Source: an optimization exercise on an open RTL-to-GDS flow (aim: small area and a short achievable clock period). Production flows keep margins and buffers that such runs may drop.
Function was checked by simulation only, so behaviour that the tests miss may differ from the original.
No activity file was given, so power comes from the tool's default toggle rates.

## bt656_rx_top
module bt656_rx_top
#(
   parameter int FIFO_DEPTH = 64
)
(
   input  logic        clk,
   input  logic        rstn,
   input  logic        rx_enable_i,
   input  logic        size_err_clr_i,
   input  logic [7:0]  bt656_data_i,
   output logic        m_axis_tvalid_o,
   input  logic        m_axis_tready_i,
   output logic [7:0]  m_axis_tdata_o,
   output logic        m_axis_tuser_o,
   output logic        m_axis_tlast_o,
   output logic [11:0] width_o,
   output logic [11:0] height_o,
   output logic        size_err_o,
   output logic        overflow_o,
   output logic [15:0] frame_cnt_o
);
For scale: ~1,800 cells after synthesis, about 66 I/O pins.
Settings: LEC_CHECK=0, CAP_MARGIN=20, CORE_MARGIN=2, CORE_UTILIZATION=70, CTS_CLUSTER_DIAMETER=60, CTS_CLUSTER_SIZE=25, SETUP_SLACK_MARGIN=2.9, SLEW_MARGIN=20; clock period 5.5 ns.
standard.sh (not shown) runs the stock make flow with config.mk's settings and CLKGATE_MAP_FILE= SYNTH_SCRIPT=/design/flow/synth_recipe.tcl, a recipe that flattens the netlist after the stock synthesis.
==> flow/flow/run.sh <==
#!/bin/bash
# The standard layout with two changes: clock tree synthesis adds no
# dummy loads, and the port buffers start at buf_1 (repair resizes them).
set -euo pipefail
cd "$(dirname "$0")/.."
export CTS_ARGS="-sink_clustering_enable -repair_clock_nets -dont_use_dummy_load -sink_clustering_size 18 -sink_clustering_max_diameter 45 -buf_list sky130_fd_sc_hd__clkbuf_8"
export BUFFER_PORTS_ARGS="-buffer_cell sky130_fd_sc_hd__buf_1"
bash standard.sh > standard_flow.log 2>&1
The starting point went through all stages and came out clean.
Edit:
--- a/flow/flow/run.sh
+++ b/flow/flow/run.sh
@@ -6 +6 @@
-export CTS_ARGS="-sink_clustering_enable -repair_clock_nets -dont_use_dummy_load -sink_clustering_size 18 -sink_clustering_max_diameter 45 -buf_list sky130_fd_sc_hd__clkbuf_8"
+export CTS_ARGS="-sink_clustering_enable -repair_clock_nets -dont_use_dummy_load -sink_clustering_size 30 -sink_clustering_max_diameter 40 -buf_list sky130_fd_sc_hd__clkbuf_16"
- CORE_UTILIZATION: 70 -> 75
What happened: Hold slack is worse by 0.016 ns. Clock-buffer cell count increases by 8. Cell area increases by 2.8%. Flip-flop and latch count is unchanged.
Edit:
--- a/flow/flow/run.sh
+++ b/flow/flow/run.sh
@@ -6 +6 @@
-export CTS_ARGS="-sink_clustering_enable -repair_clock_nets -dont_use_dummy_load -sink_clustering_size 30 -sink_clustering_max_diameter 40 -buf_list sky130_fd_sc_hd__clkbuf_16"
+export CTS_ARGS="-sink_clustering_enable -repair_clock_nets -dont_use_dummy_load -sink_clustering_size 12 -sink_clustering_max_diameter 40 -buf_list \"sky130_fd_sc_hd__clkbuf_4 sky130_fd_sc_hd__clkbuf_8\""
- CORE_UTILIZATION: 75 -> 60
Worst hold slack is better by 0.0034 ns.
Die area goes up by 24%.
First-iteration DRC count goes down by 13%.
Count of clock-buffer cells in the layout goes up by 28.
Routed wire length goes up by about 4.4%.
Design area goes down by about 0.47%.
Setup slack is worse by 0.0040 ns.
Sequential power barely changes.
Sequential share of layout area goes up by 0.35 points.
Total power goes down by 7.4%.
Edit:
--- a/flow/flow/run.sh
+++ b/flow/flow/run.sh
@@ -6 +6 @@
-export CTS_ARGS="-sink_clustering_enable -repair_clock_nets -dont_use_dummy_load -sink_clustering_size 12 -sink_clustering_max_diameter 40 -buf_list \"sky130_fd_sc_hd__clkbuf_4 sky130_fd_sc_hd__clkbuf_8\""
+export CTS_ARGS="-sink_clustering_enable -repair_clock_nets -dont_use_dummy_load -sink_clustering_size 18 -sink_clustering_max_diameter 45 -buf_list sky130_fd_sc_hd__clkbuf_8"
- CORE_UTILIZATION: 60 -> 75
- GPL_TIMING_DRIVEN: unset -> 0
=> The changed run finished with timing, DRC and antenna clean. Via count climbs by 8.2%. Routed wire length climbs by 13%. Worst setup slack gets worse by 0.10 ns. Core utilization climbs by 17 points. Global-route usage climbs by 11 points. Total power drops by 10%. Final area drops by 0.99%. Critical path depth climbs by 1.
Edit:
- GPL_TIMING_DRIVEN: 0 -> unset
- SETUP_SLACK_MARGIN: 2.9 -> 3.0
The changed run completed without violations.
Clock skew climbs by 0.0040 ns.
Area after synthesis stays the same.
Setup slack gets better by 0.11 ns.
Routed wire length came out lower by about 15%.
Count of clock-buffer cells in the layout came out higher by 3.
Die area does not change.

## what the ideal ports hide
How much do the figures lean on ideal ports? The routed layouts below were timed once more, with nothing changed but the port constraints.
Step 1 assumes that a clkbuf_16 drives the clock port and a buf_2 every other input.
Step 2 also shifts input and output timing later by t, the mid clock arrival at the registers, as if the neighbouring blocks saw the same clock.
Slacks: ideal ports / drivers / drivers and shift; pairs: ideal ports / drivers.
run | t (ns) | setup slack, ns | clock arrival spread, ns | slew at the worst register clock pin (ns) | worst slew at a driven data input, ns
the first run | 0.676 | 2.924 / 2.875 / 2.371 | 0.061 / 0.061 | 0.11 / 0.11 | 0.06
the second run | 0.637 | 2.926 / 2.881 / 2.470 | 0.058 / 0.057 | 0.07 / 0.07 | 0.06
the third run | 0.733 | 2.922 / 2.876 / 2.517 | 0.061 / 0.060 | 0.08 / 0.08 | 0.06
the fourth run | 0.728 | 2.819 / 2.778 / 2.330 | 0.053 / 0.053 | 0.12 / 0.12 | 0.05
the fifth run | 0.714 | 2.931 / 2.884 / 2.420 | 0.067 / 0.067 | 0.11 / 0.11 | 0.06
After both steps setup and hold are still met in every run listed. The setup slack of the first run, which loses most, moves by -0.049 ns with the drivers and by -0.553 ns with both steps.
